Background: an optimization exercise with open tools, aiming at small area. Do not read the settings as production practice.
In this exercise RTL edits were held to simulation tests only and were not proved equivalent to the original.
Power and IR drop assume default switching activity.

## reg_file_sb
module reg_file_sb #(
   parameter int DATA_W = 32,
   parameter int ADDR_W = 5
) (
   input  logic              clk,
   input  logic              rst_n,
   input  logic [ADDR_W-1:0] ra1,
   input  logic [ADDR_W-1:0] ra2,
   output logic [DATA_W-1:0] rd1,
   output logic [DATA_W-1:0] rd2,
   input  logic              we,
   input  logic [ADDR_W-1:0] wa,
   input  logic [DATA_W-1:0] wd,
   input  logic              rsv,
   input  logic [ADDR_W-1:0] rsv_a,
   output logic              pend1,
   output logic              pend2,
   output logic              stall
);
clock: 8.0 ns
lec_check: 0
cap_margin: 20
core_margin: 2
core_utilization: 40
cts_buf_list: sky130_fd_sc_hd__clkbuf_8
cts_cluster_diameter: 60
cts_cluster_size: 16
setup_slack_margin: 0.3
slew_margin: 20
synth_hierarchical: 1
synth_minimum_keep_size: 0
run.sh (not shown) runs the stock make flow with config.mk's settings and CLKGATE_MAP_FILE= SYNTH_SCRIPT=/design/flow/synth_recipe.tcl, a recipe that flattens the netlist after the stock synthesis.
Next try:
==> flow/flow/run.sh (new file) <==
#!/bin/bash
# The standard ORFS layout with three changes:
#  * every combinational cell is set to drive strength 1 right after
#    floorplan (flow/downsize.tcl); placement repair and the timing repair
#    after CTS size up what needs it;
#  * the clock tree uses clkbuf_16 sink buffers over larger sink clusters and
#    no dummy loads;
#  * port buffers are buf_1 instead of clkdlybuf4s50_1.
# Each step's full log is under orfs/logs/; make's output goes to flow.log.
set -euo pipefail
HERE=$(pwd)
CTS="-sink_clustering_enable -repair_clock_nets -dont_use_dummy_load -sink_clustering_size 28 -sink_clustering_max_diameter 80 -buf_list sky130_fd_sc_hd__clkbuf_16"
bash standard.sh \
  "CTS_ARGS=$CTS" \
  "BUFFER_PORTS_ARGS=-buffer_cell sky130_fd_sc_hd__buf_1" \
  "POST_FLOORPLAN_TCL=$HERE/flow/downsize.tcl" \
  finish > flow.log 2>&1
==> flow/flow/downsize.tcl (new file) <==
# Set every combinational standard cell to the drive strength 1 variant of
# its family before placement. The placement and CTS repair steps then size
# up only the cells whose load, slew or timing needs it. Registers and
# physical-only cells keep their cells.
set n_down 0
foreach inst [get_cells *] {
  set ref [get_property $inst ref_name]
  if {![regexp {^(sky130_fd_sc_hd__([a-z0-9]+))_([0-9]+)$} $ref -> base fam drv]} {
    continue
  }
  if {[regexp {^(s?e?df|dl|tap|conb|fill|decap|diode|lpflow|probe)} $fam]} {
    continue
  }
  if {$drv <= 1} {
    continue
  }
  set cand [get_lib_cells -quiet */${base}_1]
  if {[llength $cand] == 0} {
    continue
  }
  if {[get_property [lindex $cand 0] dont_use]} {
    continue
  }
  replace_cell $inst [lindex $cand 0]
  incr n_down
}
puts "downsize: $n_down cells set to drive strength 1"
==> flow/standard.sh (new file) <==
#!/bin/bash
# synth_recipe.tcl (not shown) runs the flow's synth.tcl, then flattens the netlist and writes it again
# the make line also repeats each setting of config.mk as NAME=value (left out here)
make -C /OpenROAD-flow-scripts/flow DESIGN_CONFIG=/design/flow/config.mk WORK_HOME=/design/flow/orfs CLKGATE_MAP_FILE= SYNTH_SCRIPT=/design/flow/synth_recipe.tcl "${@:-finish}"
CORE_UTILIZATION = 60   (was 40)
CTS_BUF_LIST = default   (was sky130_fd_sc_hd__clkbuf_8)
CTS_CLUSTER_DIAMETER = default   (was 60)
CTS_CLUSTER_SIZE = default   (was 16)
removed: flow/run.sh
Result:
- combinational power falls by about 7%
- final cell count falls by 11%
- count of clock-buffer cells in the layout falls by 45
- synthesized area stays the same
- register-to-register slack loses 0.09 ns
- design area falls by 5.4%
- clock power falls by 14%
Next try:
==> flow/run.sh (new file) <==
#!/bin/bash
# synth_recipe.tcl (not shown) runs the flow's synth.tcl, then flattens the netlist and writes it again
# the make line also repeats each setting of config.mk as NAME=value (left out here)
make -C /OpenROAD-flow-scripts/flow DESIGN_CONFIG=/design/flow/config.mk WORK_HOME=/design/flow/orfs CLKGATE_MAP_FILE= SYNTH_SCRIPT=/design/flow/synth_recipe.tcl finish
CORE_UTILIZATION = 40   (was 60)
CTS_BUF_LIST = sky130_fd_sc_hd__clkbuf_16   (was default)
CTS_CLUSTER_DIAMETER = 80   (was default)
CTS_CLUSTER_SIZE = 28   (was default)
removed: flow/flow/run.sh
removed: flow/flow/downsize.tcl
removed: flow/standard.sh
Maximum frequency decreases slightly; hold slack improves by 0.0064 ns; total power came out higher by a few percent; critical path depth goes down by 3; non-clock buffer count is higher by 31; routed wire length decreases by a few percent; flip-flop and latch count is unchanged; core utilization falls by 19 points; synthesized area does not change; count of clock-buffer cells in the layout drops by 1.
Next try:
==> flow/flow/run.sh (new file) <==
#!/bin/bash
# The standard ORFS layout with three changes:
#  * every combinational cell is set to drive strength 1 right after
#    floorplan (flow/downsize.tcl); placement repair and the timing repair
#    after CTS size up what needs it;
#  * the clock tree uses clkbuf_16 sink buffers over larger sink clusters and
#    no dummy loads;
#  * port buffers are buf_1 instead of clkdlybuf4s50_1.
# Each step's full log is under orfs/logs/; make's output goes to flow.log.
set -euo pipefail
HERE=$(pwd)
CTS="-sink_clustering_enable -repair_clock_nets -dont_use_dummy_load -sink_clustering_size 28 -sink_clustering_max_diameter 80 -buf_list sky130_fd_sc_hd__clkbuf_16"
bash standard.sh \
  "CTS_ARGS=$CTS" \
  "BUFFER_PORTS_ARGS=-buffer_cell sky130_fd_sc_hd__buf_1" \
  "POST_FLOORPLAN_TCL=$HERE/flow/downsize.tcl" \
  finish > flow.log 2>&1
==> flow/flow/downsize.tcl (new file) <==
# Set every combinational standard cell to the drive strength 1 variant of
# its family before placement. The placement and CTS repair steps then size
# up only the cells whose load, slew or timing needs it. Registers and
# physical-only cells keep their cells.
set n_down 0
foreach inst [get_cells *] {
  set ref [get_property $inst ref_name]
  if {![regexp {^(sky130_fd_sc_hd__([a-z0-9]+))_([0-9]+)$} $ref -> base fam drv]} {
    continue
  }
  if {[regexp {^(s?e?df|dl|tap|conb|fill|decap|diode|lpflow|probe)} $fam]} {
    continue
  }
  if {$drv <= 1} {
    continue
  }
  set cand [get_lib_cells -quiet */${base}_1]
  if {[llength $cand] == 0} {
    continue
  }
  if {[get_property [lindex $cand 0] dont_use]} {
    continue
  }
  replace_cell $inst [lindex $cand 0]
  incr n_down
}
puts "downsize: $n_down cells set to drive strength 1"
==> flow/standard.sh (new file) <==
#!/bin/bash
# synth_recipe.tcl (not shown) runs the flow's synth.tcl, then flattens the netlist and writes it again
# the make line also repeats each setting of config.mk as NAME=value (left out here)
make -C /OpenROAD-flow-scripts/flow DESIGN_CONFIG=/design/flow/config.mk WORK_HOME=/design/flow/orfs CLKGATE_MAP_FILE= SYNTH_SCRIPT=/design/flow/synth_recipe.tcl "${@:-finish}"
CTS_BUF_LIST = default   (was sky130_fd_sc_hd__clkbuf_16)
CTS_CLUSTER_DIAMETER = default   (was 80)
CTS_CLUSTER_SIZE = default   (was 28)
removed: flow/run.sh
=> Clock power came out lower by about 9%. Clock skew is unchanged. Cell count came out lower by about 1.2%. Setup slack degrades by 0.16 ns. Die area does not change. Wire length came out higher by 4.8%. Hold slack degrades by 0.015 ns. Design area came out lower by about 3.6%. Core utilization came out lower by 1.6 points.
Next try:
CAP_MARGIN = 0   (was 20)
SLEW_MARGIN = 0   (was 20)
The new run completed with no timing, DRC or antenna violations. Setup slack does not change. Fmax is unchanged. Design area does not change. Utilization does not change. Global-route usage stays the same.

## afterwards: timing with drivers on the ports
The results above use ideal ports. As a check the final layouts listed here were re-extracted and re-timed, cells and wires unchanged.
Step 1 (the two cells are an assumption about what drives the block):
set clk [get_ports {clk}]
set_driving_cell -lib_cell sky130_fd_sc_hd__clkbuf_16 $clk
set_driving_cell -lib_cell sky130_fd_sc_hd__buf_2 [delete_from_list [all_inputs] $clk]
Step 2 times the ports against the registers' clock, not the clock port: input delays grow and output delays shrink by t, the midpoint of the rising clock arrivals with the driver on.
Slacks: ideal / step 1 / step 2; pairs: ideal / step 1.
run	t, ns	slack for setup (ns)	slew at the worst register clock pin (ns)	worst slew at a driven data input, ns	cell pins on the clock port's net
the first run	0.837	0.749 / 0.728 / 0.728	0.12 / 0.12	0.05	1
the second run	0.707	0.812 / 0.746 / 0.746	0.12 / 0.12	0.10	1
the third run	0.728	0.693 / 0.672 / 0.672	0.11 / 0.11	0.05	1
the fourth run	0.718	0.532 / 0.505 / 0.505	0.12 / 0.12	0.16	1
the fifth run	0.718	0.532 / 0.505 / 0.505	0.12 / 0.12	0.16	1
After both steps setup and hold are still met in every run listed. For the second run, which loses most, drivers alone change the setup slack by -0.066 ns; drivers and shift together by -0.066 ns.
